This design comes from an exercise in tuning for small area, a short achievable clock period and few clock cycles per item on the open sky130 flow, not from production work.

the reference run:
==> flow/design.v <==
`default_nettype none
`default_nettype wire
`default_nettype none
package t2_pkg;
    typedef logic [6-1:0]              zb_t;
    typedef logic [9-1:0]            pass_t;
    typedef logic [32-1:0]           field_t;
    typedef logic [6-1:0]          bit_cnt_t;
    typedef logic [$clog2(8)-1:0]      cb_coord_t;
    typedef logic [16-1:0]         pkt_index_t;
    typedef enum logic [2:0] {
        HDR_IDLE,
        HDR_SOP,
        HDR_INDEX,
        HDR_TAG,
        HDR_PASS,
        HDR_LAST_WAIT
    } hdr_state_t;
endpackage
`default_nettype wire
`timescale 1ns/1ps
`default_nettype none
module t2_header_top (
    input  logic                clk,
    input  logic                rst_n,
    input  logic                zb_valid_i,
    input  t2_pkg::zb_t         zb_data_i,
    output logic                zb_ready_o,
    input  logic                pass_valid_i,
    input  t2_pkg::pass_t       pass_data_i,
    output logic                pass_ready_o,
    output logic                hdr_valid_o,
    output logic                hdr_last_o,
    output t2_pkg::field_t      hdr_data_o,
    output t2_pkg::bit_cnt_t    hdr_bit_cnt_o,
    output logic                hdr_insert_zero_o,
    input  logic                hdr_ready_i
);
    localparam logic [2:0] F_SOP  = 3'd0;
    localparam logic [2:0] F_IDX  = 3'd1;
    localparam logic [2:0] F_CODE = 3'd2;
    localparam logic [2:0] F_ROOT = 3'd4;
    localparam logic [2:0] F_M4   = 3'd5;
    localparam logic [2:0] F_M2   = 3'd6;
    localparam logic [2:0] F_LEAF = 3'd7;
    function automatic logic lt6(input logic [5:0] a, input logic [5:0] b);
        logic r;
        r = 1'b0;
        for (int i = 0; i < 6; i++) r = (!a[i] && b[i]) || (!(a[i] ^ b[i]) && r);
        lt6 = r;
    endfunction
    logic        rdy_q;
    logic        acc;
    logic [6:0]  acnt;       
    logic [6:0]  rcnt;       
    logic [6:0]  rcnt_f;     
    logic [5:0]  rf   [8][8];
    logic [5:0]  m4   [4];
    logic [5:0]  root;
    assign zb_ready_o = rdy_q;
    assign acc        = zb_valid_i && rdy_q;
    assign rcnt_f     = {~rcnt[6], rcnt[5:0]};
    logic [6:0] acnt_p1;
    logic       lim0, lim1;
    assign acnt_p1 = acnt + 7'd1;
    assign lim0    = (acnt == rcnt_f);
    assign lim1    = (acnt_p1 == rcnt_f);
    always_ff @(posedge clk or negedge rst_n) begin
        if (!rst_n) begin
            rdy_q <= 1'b1;
            acnt  <= '0;
        end else begin
            if (acc) acnt <= acnt_p1;
            rdy_q <= acc ? !lim1 : !lim0;
        end
    end
    logic [7:0] row_sel, col_sel;
    logic [1:0] q_w;
    logic       first_root, first_m4;
    assign row_sel    = 8'd1 << acnt[5:3];
    assign col_sel    = 8'd1 << acnt[2:0];
    assign q_w        = {acnt[5], acnt[2]};
    assign first_root = (acnt[5:0] == 6'd0);
    assign first_m4   = (acnt[4:3] == 2'b00 && acnt[1:0] == 2'b00);
    always_ff @(posedge clk) begin
        for (int y = 0; y < 8; y++) begin
            for (int x = 0; x < 8; x++) begin
                if (acc && row_sel[y] && col_sel[x]) rf[y][x] <= zb_data_i;
            end
        end
    end
    always_ff @(posedge clk) begin
        if (acc && (first_root || lt6(zb_data_i, root))) root <= zb_data_i;
        for (int q = 0; q < 4; q++) begin
            if (acc && q_w == q && (first_m4 || lt6(zb_data_i, m4[q]))) m4[q] <= zb_data_i;
        end
    end
    logic        pb_v;
    logic [4:0]  pb_cls;     
    logic [6:0]  pb_off;     
    logic        pb_take;
    logic [8:0]  pd3, pd6, pd37;
    assign pass_ready_o = !pb_v;
    assign pb_take      = pass_valid_i && !pb_v;
    assign pd3  = pass_data_i - 9'd3;
    assign pd6  = pass_data_i - 9'd6;
    assign pd37 = pass_data_i - 9'd37;
    always_ff @(posedge clk) begin
        if (pb_take) begin
            if (pass_data_i == 9'd1) begin
                pb_cls <= 5'b00001; pb_off <= 7'd0;
            end else if (pass_data_i == 9'd2) begin
                pb_cls <= 5'b00010; pb_off <= 7'd0;
            end else if (pass_data_i <= 9'd5) begin
                pb_cls <= 5'b00100; pb_off <= {5'd0, pd3[1:0]};
            end else if (pass_data_i <= 9'd36) begin
                pb_cls <= 5'b01000; pb_off <= {2'd0, pd6[4:0]};
            end else begin
                pb_cls <= 5'b10000; pb_off <= pd37[6:0];
            end
        end
    end
    logic [15:0] code_d;
    logic [5:0]  code_b;
    assign code_d = ({16{pb_cls[4]}} & 16'hff80) | ({16{pb_cls[3]}} & 16'h01e0) |
                    ({16{pb_cls[2]}} & 16'h000c) | ({16{pb_cls[1]}} & 16'h0002) |
                    {9'd0, pb_off};
    assign code_b = ({6{pb_cls[0]}} & 6'd1) | ({6{pb_cls[1]}} & 6'd2) |
                    ({6{pb_cls[2]}} & 6'd4) | ({6{pb_cls[3]}} & 6'd9) |
                    ({6{pb_cls[4]}} & 6'd16);
    logic [4:0]  vc;
    logic [5:0]  grp_q [4];
    logic [5:0]  leaf_b;
    logic [5:0]  m2_nx, m4_nx, leaf_nx;
    logic [5:0]  blk;
    assign blk = rcnt[5:0];
    always_ff @(posedge clk) begin
        grp_q[0] <= rf[{vc[4:3], 1'b0}][{vc[1:0], 1'b0}];
        grp_q[1] <= rf[{vc[4:3], 1'b0}][{vc[1:0], 1'b1}];
        grp_q[2] <= rf[{vc[4:3], 1'b1}][{vc[1:0], 1'b0}];
        grp_q[3] <= rf[{vc[4:3], 1'b1}][{vc[1:0], 1'b1}];
    end
    logic ab, ac, ad, bc, bd, cd;
    logic sa, sb, sc;
    logic [5:0] min4;
    assign ab = !lt6(grp_q[1], grp_q[0]);
    assign ac = !lt6(grp_q[2], grp_q[0]);
    assign ad = !lt6(grp_q[3], grp_q[0]);
    assign bc = !lt6(grp_q[2], grp_q[1]);
    assign bd = !lt6(grp_q[3], grp_q[1]);
    assign cd = !lt6(grp_q[3], grp_q[2]);
    assign sa = ab && ac && ad;
    assign sb = !ab && bc && bd;
    assign sc = !ac && !bc && cd;
    always_comb begin
        if (sa)      min4 = grp_q[0];
        else if (sb) min4 = grp_q[1];
        else if (sc) min4 = grp_q[2];
        else         min4 = grp_q[3];
    end
    always_ff @(posedge clk) begin
        m2_nx   <= min4;
        m4_nx   <= m4[{blk[5], blk[2]}];
        leaf_nx <= blk[0] ? leaf_b : grp_q[{blk[3], 1'b0}];
    end
    logic [2:0]  ft;          
    logic [15:0] pkt_idx;
    logic        sop_a, sop_b;
    logic [15:0] dat_q;
    logic        ld_en, avail, ld;
    logic        begun_q;
    logic [2:0]  ft_nb;       
    always_comb begin
        case (ft)
            F_SOP:   avail = begun_q;    
            F_ROOT:  avail = !rdy_q;     
            F_CODE:  avail = pb_v;
            default: avail = 1'b1;
        endcase
    end
    assign ld_en = !hdr_valid_o || hdr_ready_i;
    assign ld    = ld_en && avail;
    logic [5:0] tag;
    always_comb begin
        case (ft[1:0])
            2'd0:    tag = root;
            2'd1:    tag = m4_nx;
            2'd2:    tag = m2_nx;
            default: tag = leaf_nx;
        endcase
    end
    logic [6:0] rcnt_p1;
    logic [5:0] nb;
    logic [2:0] ft_blk;
    assign rcnt_p1 = rcnt + 7'd1;
    assign nb      = rcnt_p1[5:0];
    always_comb begin
        if (nb == 6'd0)                                 ft_blk = F_SOP;
        else if (nb[4:3] == 2'b00 && nb[1:0] == 2'b00) ft_blk = F_M4;
        else if (!nb[3] && !nb[0])                      ft_blk = F_M2;
        else                                            ft_blk = F_LEAF;
    end
    always_ff @(posedge clk or negedge rst_n) begin
        if (!rst_n) begin
            hdr_valid_o <= 1'b0;
            ft          <= F_SOP;
            rcnt        <= '0;
            vc          <= '0;
            pkt_idx     <= '0;
            pb_v        <= 1'b0;
            begun_q     <= 1'b0;
            ft_nb       <= F_SOP;
        end else begin
            begun_q <= (acnt != rcnt) || acc;
            if (ld_en) hdr_valid_o <= avail;
            if (pb_take) pb_v <= 1'b1;
            else if (ld && ft == F_CODE) pb_v <= 1'b0;
            if (ld) begin
                case (ft)
                    F_SOP:  ft <= F_IDX;
                    F_IDX: begin
                        ft      <= F_ROOT;
                        pkt_idx <= pkt_idx + 16'd1;
                    end
                    F_ROOT: ft <= F_M4;
                    F_M4:   ft <= F_M2;
                    F_M2:   ft <= F_LEAF;
                    F_LEAF: begin
                        ft    <= F_CODE;
                        rcnt  <= rcnt_p1;
                        ft_nb <= ft_blk;
                        if (!blk[0]) vc <= vc + 5'd1;
                    end
                    default: ft <= ft_nb;
                endcase
            end
        end
    end
    always_ff @(posedge clk) begin
        if (ld && ft == F_LEAF && !blk[0]) leaf_b <= grp_q[{blk[3], 1'b1}];
        if (ld)    sop_a <= (ft == F_SOP);
        if (ld_en) sop_b <= avail && (ft == F_SOP);
        if (ld) begin
            case (ft)
                F_SOP: begin
                    dat_q             <= 16'h0004;
                    hdr_bit_cnt_o     <= 6'd32;
                    hdr_insert_zero_o <= 1'b0;
                    hdr_last_o        <= 1'b0;
                end
                F_IDX: begin
                    dat_q             <= pkt_idx;
                    hdr_bit_cnt_o     <= 6'd16;
                    hdr_insert_zero_o <= 1'b0;
                    hdr_last_o        <= 1'b0;
                end
                F_CODE: begin
                    dat_q             <= code_d;
                    hdr_bit_cnt_o     <= code_b;
                    hdr_insert_zero_o <= 1'b0;
                    hdr_last_o        <= (ft_nb == F_SOP);
                end
                default: begin
                    dat_q             <= {10'd0, tag};
                    hdr_bit_cnt_o     <= tag + 6'd1;
                    hdr_insert_zero_o <= 1'b1;
                    hdr_last_o        <= 1'b0;
                end
            endcase
        end
    end
    assign hdr_data_o = {{4{sop_a}}, {4{sop_b}}, sop_a, 2'b00, sop_b, 3'b000, sop_a, dat_q};
endmodule
`default_nettype wire
export LEC_CHECK = 0
export CAP_MARGIN = 20
export CORE_MARGIN = 2
export CORE_UTILIZATION = 55
export CTS_CLUSTER_DIAMETER = 80
export CTS_CLUSTER_SIZE = 25
export SETUP_SLACK_MARGIN = 3.1
export SLEW_MARGIN = 20
create_clock -name core_clock -period 5.5 [get_ports {clk}]
run.sh (not shown) runs the stock make flow with config.mk's settings and CLKGATE_MAP_FILE= SYNTH_SCRIPT=/design/flow/synth_recipe.tcl, a recipe that flattens the netlist after the stock synthesis.
Every stage of the flow completed for the reference run, and the final layout passed the timing, design-rule and antenna checks.
Inputs modified between the reference run and the trial run:
Settings: CTS_CLUSTER_SIZE no longer set, was 25; CTS_CLUSTER_DIAMETER no longer set, was 80.
--- outcome ---
Data arrival time of the critical path, the trial run and the reference run, lower one = the reference run. Looking at the trial run and the reference run, the maximum frequency is a wash. For the post-detailed-routing wire length, the trial run came in 900 um higher than the reference run did.
Function was not checked in any run of this note: the RTL went through the layout flow alone.

-- afterwards: timing with drivers on the ports --
Ports are ideal in the flow. The routed layouts listed here were re-timed in OpenROAD.
Step 1 sets driving cells, clkbuf_16 on the clock port and buf_2 on the other inputs (assumed; they add their load-dependent delay and slew).
Step 2 times the ports against the registers' clock, not the clock port: input delays grow and output delays shrink by t, the midpoint of the rising clock arrivals with the driver on.
a / b / c = ideal ports / drivers / drivers and shift; a / b = the first two.
run	t, ns	setup slack, ns	worst register clock-pin slew, ns
the reference run	0.669	2.996 / 2.938 / 2.395	0.11 / 0.11
the trial run	0.671	3.002 / 2.966 / 2.374	0.07 / 0.07
After both steps every run listed still meets setup and hold. For the trial run, which loses most, drivers alone change the setup slack by -0.036 ns; drivers and shift together by -0.628 ns.
